This design comes from an exercise in tuning for a short achievable clock period and few clock cycles per item on the open sky130 flow, not from production work.
Only simulation tests tie the RTL to the original design; equivalence was not proved.

==> inputs of v34 <==
Design rv_core, start of the top module:
module rv_core (
    input  wire logic                clk,
    input  wire logic                rst_n_i,
    output logic      [32-1:0] imem_addr_o,
    input  wire logic [32-1:0] imem_data_i,
    output logic                     retire_valid_o,
    output logic      [32-1:0] retire_pc_o,
    output logic               [4:0] retire_rd_o,
    output logic      [32-1:0] retire_data_o
);
    logic [31:0] pc_q;
    logic        f_valid, f_kill, f_pred;
    logic [31:0] f_pc, f_ir;
    logic [31:1] f_sel1, f_sel2;     
    logic        f_fwd1, f_fwd2;     
    logic        f_byp1, f_byp2;     
    logic        e_valid, e_kill, e_is_jalr, e_br;
    logic  [5:0] e_mc0, e_mc1, e_mc2;
    logic        e_wc;      
    logic        e_skip1;   
    logic [31:0] e_pc, e_pc4, e_tgt, e_const;
    logic        e_lf1, e_lf2;    
    logic [31:0] e_p, e_g;    
    logic        e_cin;       
    logic [31:0] e_x, e_y;    
    logic [31:0] e_sh;        
    logic  [4:0] e_shamt;
    logic        e_sel_add, e_sel_and, e_sel_or, e_sel_xor, e_sel_sll,
                 e_sel_srl, e_sra, e_sel_slt, e_sel_sltu, e_sel_const, e_is_const;
    logic  [4:0] e_rd;    
    logic        w_valid;
    logic [31:0] w_pc, w_data;
    logic [31:0] w_fwd;     
    logic  [4:0] w_rd;
    logic [31:1] w_sel;   
    logic [31:0] regs_q [1:31];
    logic [31:1] reg_ok;   
    logic [31:0] in_w;
    logic [4:0]  in_rs1, in_rs2;
    logic        in_jal, in_br, in_uses1, in_uses2, in_st;
    logic [31:0] in_tgt_j, in_tgt_b, in_pc4, in_auipc;
    logic [31:0] f_tgt_b, f_pc4;
    logic [31:0] f_auipc;     
    logic        f_is_u;      
    logic        f_is_lui;
    assign imem_addr_o = pc_q;
    assign in_w     = imem_data_i;
    assign in_rs1   = in_w[19:15];
    assign in_rs2   = in_w[24:20];
    assign in_jal   = in_w[6:0] == 7'b1101111;
    assign in_br    = in_w[6:0] == 7'b1100011;
    assign in_uses1 = in_w[6:0] == 7'b0110011 || in_w[6:0] == 7'b0010011 || in_br
                      || in_w[6:0] == 7'b1100111;
    assign in_uses2 = in_w[6:0] == 7'b0110011 || in_br;
    assign in_st    = in_jal || (in_br && in_w[31]);
    rv_add32 add_in_j (.a(pc_q), .b({{12{in_w[31]}}, in_w[19:12], in_w[20], in_w[30:21], 1'b0}),
  ...
Settings: LEC_CHECK=0, ABC_CLOCK_PERIOD_IN_PS=2500, CAP_MARGIN=20, CORE_MARGIN=2, CORE_UTILIZATION=30, PLACE_DENSITY=0.5, SETUP_SLACK_MARGIN=4.0, SLEW_MARGIN=20; clock period 6.5 ns.
standard.sh (not shown) runs the stock make flow with config.mk's settings and CLKGATE_MAP_FILE= SYNTH_SCRIPT=/design/flow/synth_recipe.tcl, a recipe that flattens the netlist after the stock synthesis.
==> flow/flow/run.sh <==
#!/bin/bash
set -o pipefail
export BUFFER_PORTS_ARGS="-buffer_cell sky130_fd_sc_hd__buf_8"
bash standard.sh 2>&1 | tee standard.log
==> inputs of v29, as changes to v34 <==
--- a/flow/design.v
+++ b/flow/design.v
@@ -186,37 +186,24 @@
             rd2 = rd2 | ({32{f_sel2[i]}} & regs_q[i]);
         end
     end
     assign d_rs1v = f_byp1 ? w_fwd : rd1;
     assign d_rs2v = f_byp2 ? w_fwd : rd2;
     assign d_rs2_or_imm = (d_is_op || d_is_br) ? d_rs2v : imm_i;
-    logic [31:0] sum, shl, shr, result;
+    logic [31:0] result;
     logic        mispredict;
     logic [31:0] e_redirect_pc;
-    rv_pg_add32 add_e_sum (.p(e_p), .g(e_g), .cin(e_cin), .s(sum));
-    logic eq0, lt0, ltu0, eq1, lt1, ltu1, eq2, lt2, ltu2;
-    rv_cmp32 cmp_e0 (.a(e_x),    .b(e_y),    .eq(eq0), .lt(lt0), .ltu(ltu0));
-    rv_cmp32 cmp_e1 (.a(w_fwd),  .b(e_y),    .eq(eq1), .lt(lt1), .ltu(ltu1));
-    rv_cmp32 cmp_e2 (.a(e_x),    .b(w_fwd),  .eq(eq2), .lt(lt2), .ltu(ltu2));
-    assign shl   = e_sh << e_shamt;
-    assign shr   = 32'($signed({e_sra & e_sh[31], e_sh}) >>> e_shamt);
-    assign result = ({32{e_sel_add}}  & sum)
-                  | ({32{e_sel_and}}  & e_g)
-                  | ({32{e_sel_or}}   & (e_g | e_p))
-                  | ({32{e_sel_xor}}  & e_p)
-                  | ({32{e_sel_sll}}  & shl)
-                  | ({32{e_sel_srl}}  & shr)
-                  | {31'd0, (e_sel_slt & lt0) | (e_sel_sltu & ltu0)}
-                  | ({32{e_sel_const}} & e_const);
     logic wrong, skip_ok;
-    function automatic logic wr(input logic [5:0] m, input logic e, input logic l,
-                                input logic lu);
-        wr = (m[5] & e) | (m[4] & !e) | (m[3] & l) | (m[2] & !l) | (m[1] & lu) | (m[0] & !lu);
-    endfunction
-    assign wrong      = wr(e_mc0, eq0, lt0, ltu0) | wr(e_mc1, eq1, lt1, ltu1)
-                      | wr(e_mc2, eq2, lt2, ltu2) | e_wc;
+    logic lt0, ltu0;
+    rv_brcheck brc (.x(e_x), .y(e_y), .w(w_fwd), .mc0(e_mc0), .mc1(e_mc1), .mc2(e_mc2),
+                    .wc(e_wc), .wrong(wrong), .lt0(lt0), .ltu0(ltu0));
+    rv_alu alu (.p(e_p), .g(e_g), .cin(e_cin), .sh(e_sh), .shamt(e_shamt), .sra(e_sra),
+                .lt(lt0), .ltu(ltu0), .cst(e_const), .sel_add(e_sel_add), .sel_and(e_sel_and),
+                .sel_or(e_sel_or), .sel_xor(e_sel_xor), .sel_sll(e_sel_sll), .sel_srl(e_sel_srl),
+                .sel_slt(e_sel_slt), .sel_sltu(e_sel_sltu), .sel_const(e_sel_const),
+                .result(result));
     assign skip_ok    = e_skip1 && d_valid && !f_pred && !d_redirect;
     assign mispredict = wrong & !skip_ok & !e_kill;
     logic [31:0] jalr_sum;
     logic        e_jr, j_q;
     logic [31:0] j_tgt;
     rv_add32 add_e_jalr (.a(e_x), .b(e_y), .cin(1'b0), .s(jalr_sum));
@@ -346,12 +333,95 @@
     end
     assign retire_valid_o = w_valid;
     assign retire_pc_o    = w_pc;
     assign retire_rd_o    = w_rd;
     assign retire_data_o  = w_data;
 endmodule
+module rv_alu (
+    input  wire logic [31:0] p,
+    input  wire logic [31:0] g,
+    input  wire logic        cin,
+    input  wire logic [31:0] sh,
+    input  wire logic  [4:0] shamt,
+    input  wire logic        sra,
+    input  wire logic        lt,
+    input  wire logic        ltu,
+    input  wire logic [31:0] cst,
+    input  wire logic        sel_add,
+    input  wire logic        sel_and,
+    input  wire logic        sel_or,
+    input  wire logic        sel_xor,
+    input  wire logic        sel_sll,
+    input  wire logic        sel_srl,
+    input  wire logic        sel_slt,
+    input  wire logic        sel_sltu,
+    input  wire logic        sel_const,
+    output logic      [31:0] result
+);
+    logic [31:0] gg, pp, sum, shl, shr;
+    always_comb begin
+        gg = g;
+        pp = p;
+        gg[0] = g[0] | (p[0] & cin);
+        for (int k = 1; k < 32; k = k * 2) begin
+            for (int i = 31; i >= k; i--) begin
+                gg[i] = gg[i] | (pp[i] & gg[i-k]);
+                pp[i] = pp[i] & pp[i-k];
+            end
+        end
+    end
+    assign sum = p ^ {gg[30:0], cin};
+    assign shl = sh << shamt;
+    assign shr = 32'($signed({sra & sh[31], sh}) >>> shamt);
+    assign result = ({32{sel_add}}  & sum)
+                  | ({32{sel_and}}  & g)
+                  | ({32{sel_or}}   & (g | p))
+                  | ({32{sel_xor}}  & p)
+                  | ({32{sel_sll}}  & shl)
+                  | ({32{sel_srl}}  & shr)
+                  | {31'd0, (sel_slt & lt) | (sel_sltu & ltu)}
+                  | ({32{sel_const}} & cst);
+endmodule
+module rv_brcheck (
+    input  wire logic [31:0] x,
+    input  wire logic [31:0] y,
+    input  wire logic [31:0] w,
+    input  wire logic  [5:0] mc0,
+    input  wire logic  [5:0] mc1,
+    input  wire logic  [5:0] mc2,
+    input  wire logic        wc,
+    output logic             wrong,
+    output logic             lt0,
+    output logic             ltu0
+);
+    function automatic logic [2:0] cmp(input logic [31:0] a, input logic [31:0] b);
+        logic [31:0] l, e;
+        l = ~a & b;
+        e = ~(a ^ b);
+        l[31] = 1'b0;
+        e[31] = 1'b1;
+        for (int k = 1; k < 32; k = k * 2) begin
+            for (int i = 0; i + k < 32; i += 2 * k) begin
+                l[i] = l[i+k] | (e[i+k] & l[i]);
+                e[i] = e[i+k] & e[i];
+            end
+        end
+        cmp = {a == b, (a[31] == b[31]) ? l[0] : a[31], (a[31] == b[31]) ? l[0] : b[31]};
+    endfunction
+    function automatic logic wr(input logic [5:0] m, input logic [2:0] c);
+        wr = (m[5] & c[2]) | (m[4] & !c[2]) | (m[3] & c[1]) | (m[2] & !c[1])
+           | (m[1] & c[0]) | (m[0] & !c[0]);
+    endfunction
+    logic [2:0] c0, c1, c2;
+    assign c0    = cmp(x, y);
+    assign c1    = cmp(w, y);
+    assign c2    = cmp(x, w);
+    assign wrong = wr(mc0, c0) | wr(mc1, c1) | wr(mc2, c2) | wc;
+    assign lt0   = c0[1];
+    assign ltu0  = c0[0];
+endmodule
 module rv_add32 (
     input  wire logic [31:0] a,
     input  wire logic [31:0] b,
     input  wire logic        cin,
     output logic      [31:0] s
 );
@@ -367,32 +437,12 @@
                 p[i] = p[i] & p[i-k];
             end
         end
         s = p0 ^ {g[30:0], cin};
     end
 endmodule
-module rv_pg_add32 (
-    input  wire logic [31:0] p,
-    input  wire logic [31:0] g,
-    input  wire logic        cin,
-    output logic      [31:0] s
-);
-    logic [31:0] gg, pp;
-    always_comb begin
-        gg = g;
-        pp = p;
-        gg[0] = g[0] | (p[0] & cin);
-        for (int k = 1; k < 32; k = k * 2) begin
-            for (int i = 31; i >= k; i--) begin
-                gg[i] = gg[i] | (pp[i] & gg[i-k]);
-                pp[i] = pp[i] & pp[i-k];
-            end
-        end
-    end
-    assign s = p ^ {gg[30:0], cin};
-endmodule
 module rv_inc30 (
     input  wire logic [29:0] a,
     output logic      [29:0] s
 );
     logic [29:0] c;    
     always_comb begin
@@ -402,31 +452,7 @@
                 c[i] = c[i] & c[i-k];
             end
         end
     end
     assign s = a ^ c;
 endmodule
-module rv_cmp32 (
-    input  wire logic [31:0] a,
-    input  wire logic [31:0] b,
-    output logic             eq,
-    output logic             lt,
-    output logic             ltu
-);
-    logic [31:0] l, e;
-    always_comb begin
-        l = ~a & b;
-        e = ~(a ^ b);
-        l[31] = 1'b0;
-        e[31] = 1'b1;
-        for (int k = 1; k < 32; k = k * 2) begin
-            for (int i = 0; i + k < 32; i += 2 * k) begin
-                l[i] = l[i+k] | (e[i+k] & l[i]);
-                e[i] = e[i+k] & e[i];
-            end
-        end
-    end
-    assign eq  = (a == b);
-    assign ltu = (a[31] == b[31]) ? l[0] : b[31];
-    assign lt  = (a[31] == b[31]) ? l[0] : a[31];
-endmodule
 `default_nettype wire
- SYNTH_HIERARCHICAL: default -> 1
- SYNTH_MINIMUM_KEEP_SIZE: default -> 0
==> inputs of v1, as changes to v34 <==
--- a/flow/design.v
+++ b/flow/design.v
@@ -114,12 +114,16 @@
     logic        in_jal, in_br, in_uses1, in_uses2, in_st;
     logic [31:0] in_tgt_j, in_tgt_b, in_pc4, in_auipc;
     logic [31:0] f_tgt_b, f_pc4;
     logic [31:0] f_auipc;     
     logic        f_is_u;      
     logic        f_is_lui;
+    logic [31:0] f_jbase;     
+    logic [31:0] f_negimm;    
+    logic        e_vaddi;     
+    logic        e_vz;        
     assign imem_addr_o = pc_q;
     assign in_w     = imem_data_i;
     assign in_rs1   = in_w[19:15];
     assign in_rs2   = in_w[24:20];
     assign in_jal   = in_w[6:0] == 7'b1101111;
     assign in_br    = in_w[6:0] == 7'b1100011;
@@ -165,17 +169,34 @@
                         && d_rd != 5'd0;
     assign d_rd_eff   = (d_valid && d_wen) ? d_rd : 5'd0;
     assign e_rd_eff = e_kill ? 5'd0 : e_rd;
     logic        in_jr_ok;
     logic [31:0] in_tgt_r;
     assign in_jr_ok = in_w[6:0] == 7'b1100111 && d_valid && f_is_u && d_rd == in_rs1;
-    rv_add32 add_in_r (.a(f_is_lui ? imm_u : f_auipc), .b({{20{in_w[31]}}, in_w[31:20]}),
+    rv_add32 add_in_r (.a(f_jbase), .b({{20{in_w[31]}}, in_w[31:20]}),
                        .cin(1'b0), .s(in_tgt_r));
     assign d_jalr_early = d_is_jalr && !f_pred && e_is_const && f_fwd1 && !e_kill;
-    assign d_redirect   = d_valid && d_jalr_early && !stall;
-    assign d_pred       = f_pred || d_jalr_early;
+    logic vp_a, vp_b, vp_ok, vp_taken, d_vp_redirect;
+    assign vp_a = e_rd_eff != 5'd0 && d_rs1 == e_rd_eff && d_rs2 == 5'd0;
+    assign vp_b = e_rd_eff != 5'd0 && d_rs2 == e_rd_eff && d_rs1 == 5'd0;
+    always_comb begin
+        vp_ok    = 1'b0;
+        vp_taken = 1'b0;
+        if (d_is_br && e_vaddi && (vp_a || vp_b)) begin
+            case (d_f3)
+                3'b000: begin vp_ok = 1'b1; vp_taken = e_vz;          end
+                3'b001: begin vp_ok = 1'b1; vp_taken = !e_vz;         end
+                3'b110: begin vp_ok = 1'b1; vp_taken = vp_b && !e_vz; end
+                3'b111: begin vp_ok = 1'b1; vp_taken = vp_a || e_vz;  end
+                default: ;
+            endcase
+        end
+    end
+    assign d_vp_redirect = vp_ok && (vp_taken != f_pred);
+    assign d_redirect    = d_valid && (d_jalr_early || d_vp_redirect) && !stall;
+    assign d_pred        = vp_ok ? vp_taken : (f_pred || d_jalr_early);
     logic [31:0] d_tgt_r_sum;
     assign d_tgt_b  = f_tgt_b;
     rv_add32 add_d_r (.a(e_const), .b(imm_i), .cin(1'b0), .s(d_tgt_r_sum));
     assign d_tgt_r  = {d_tgt_r_sum[31:1], 1'b0};
     assign d_pc4    = f_pc4;
     always_comb begin
@@ -258,12 +279,13 @@
             e_kill    <= 1'b0;
             j_q       <= 1'b0;
             e_skip1   <= 1'b0;
             e_lf1     <= 1'b0;
             e_lf2     <= 1'b0;
             e_rd      <= 5'd0;
+            e_vaddi   <= 1'b0;
             e_is_jalr <= 1'b0;
             e_mc0     <= '0;
             e_mc1     <= '0;
             e_mc2     <= '0;
             e_wc      <= 1'b0;
             w_valid   <= 1'b0;
@@ -271,23 +293,24 @@
             w_sel     <= '0;
             reg_ok    <= '0;
         end else begin
             if (j_q)             pc_q <= j_tgt;
             else if (mispredict) pc_q <= e_redirect_pc;
             else if (stall)      pc_q <= f_pc;
-            else if (d_redirect) pc_q <= d_tgt_r;
+            else if (d_redirect) pc_q <= d_jalr_early ? d_tgt_r : vp_taken ? d_tgt_b : d_pc4;
             else if (in_jr_ok)   pc_q <= {in_tgt_r[31:1], 1'b0};
             else if (in_st)      pc_q <= in_jal ? in_tgt_j : in_tgt_b;
             else                 pc_q <= in_pc4;
             f_valid <= !d_redirect && !stall && !j_q;
             f_kill  <= mispredict || e_jr;
             j_q     <= e_jr;
             e_valid   <= d_valid && !stall;
             e_kill    <= mispredict || e_jr || (wrong && skip_ok && !e_kill);
             e_skip1   <= br_live && !stall && !d_pred && imm_b == 32'd8;
             e_rd      <= stall ? 5'd0 : d_rd_eff;
+            e_vaddi   <= d_valid && !stall && d_is_opi && d_f3 == 3'b000 && d_rd != 5'd0;
             e_lf1     <= d_is_br && late1;
             e_lf2     <= d_is_br && late2;
             e_is_jalr <= d_valid && !stall && d_is_jalr && !d_jalr_early && !f_pred;
             e_mc0     <= d_m & {6{!late1 && !late2}};
             e_mc1     <= d_m & {6{late1 && !late2}};
             e_mc2     <= d_m & {6{!late1 && late2}};
@@ -302,24 +325,27 @@
         f_ir    <= in_w;
         f_pc    <= pc_q;
         f_pc4   <= in_pc4;
         f_tgt_b <= in_tgt_b;
         f_auipc  <= in_auipc;
         f_is_lui <= in_w[6:0] == 7'b0110111;
+        f_jbase  <= (in_w[6:0] == 7'b0110111) ? {in_w[31:12], 12'b0} : in_auipc;
+        f_negimm <= 32'd0 - {{20{in_w[31]}}, in_w[31:20]};
         j_tgt    <= {jalr_sum[31:1], 1'b0};
         f_is_u   <= (in_w[6:0] == 7'b0110111 || in_w[6:0] == 7'b0010111) && in_w[11:7] != 5'd0;
         f_pred  <= in_st || in_jr_ok;
         for (int i = 1; i < 32; i++) begin
             f_sel1[i] <= in_rs1 == 5'(i) && (reg_ok[i] || w_sel[i]);
             f_sel2[i] <= in_rs2 == 5'(i) && (reg_ok[i] || w_sel[i]);
         end
         f_fwd1 <= d_rd_eff != 5'd0 && d_rd_eff == in_rs1 && in_uses1;
         f_fwd2 <= d_rd_eff != 5'd0 && d_rd_eff == in_rs2 && in_uses2;
         f_byp1 <= e_rd_eff != 5'd0 && e_rd_eff == in_rs1;
         f_byp2 <= e_rd_eff != 5'd0 && e_rd_eff == in_rs2;
         e_pc      <= f_pc;
+        e_vz      <= d_opa_n == f_negimm;
         e_pc4     <= d_pc4;
         e_tgt     <= d_tgt_b;
         e_br      <= !d_pred;
         e_p       <= d_opa_n ^ d_opb_n ^ {32{d_sub}};
         e_g       <= d_opa_n & (d_opb_n ^ {32{d_sub}});
         e_cin     <= d_sub;
==> summary.txt <==
Min path
  • Hold Startpoint: e_pc[5]$_DFF_P_

Outcome
  • Run status: timing/DRC/antenna clean

Yosys
  • Post-synthesis cell area: 0.0801 mm²

Final layout
  • Signal inverters: 207
  • Clock buffer count: 263
That was v34.
==> summary.txt <==
Final layout
  • Signal inverters: 194
  • Clock buffer count: 261

Outcome
  • Run status: timing/DRC/antenna clean

Yosys
  • Post-synthesis cell area: 0.0863 mm²

Min path
  • Hold Startpoint: f_tgt_b[0]$_DFF_P_

Setup path
  • WP data arrival: 4.59 ns
That was v29.
==> summary.txt <==
Outcome
  • Run status: timing/DRC/antenna clean

Yosys
  • Post-synthesis cell area: 0.0823 mm²

Final layout
  • Signal inverters: 220

Min path
  • Hold Startpoint: e_pc[2]$_DFF_P_
That was v1.
Testbench counts of v34, summed over its fixed seeds: cycles 36,544, items 32,339.
Testbench counts of v29, summed over its fixed seeds: cycles 36,544, items 32,339.
Testbench counts of v1, summed over its fixed seeds: cycles 35,857, items 32,339.

[separate check: timing with driven ports]
No port has a modelled driver above. Below, the same layouts with a new extraction and two added sets of constraints.
Step 1, drivers: a clkbuf_16 drives clk and a buf_2 each remaining input, both assumed.
Step 2 times the ports against the registers' clock, not the clock port: input delays grow and output delays shrink by t, the midpoint of the rising clock arrivals with the driver on.
a / b / c = no drivers / after step 1 / after step 2; a / b = the first two.
run	t, ns	setup WS [ns]	worst slew at a driven data input, ns
v34	0.945	2.891 / 2.891 / 2.082	0.17
v29	0.976	2.567 / 2.567 / 2.047	0.42
v1	0.994	2.684 / 2.684 / 1.889	0.20
After both steps every run listed still meets setup and hold. The setup slack of v34, which loses most, moves by 0.000 ns with the drivers and by -0.809 ns with both steps.
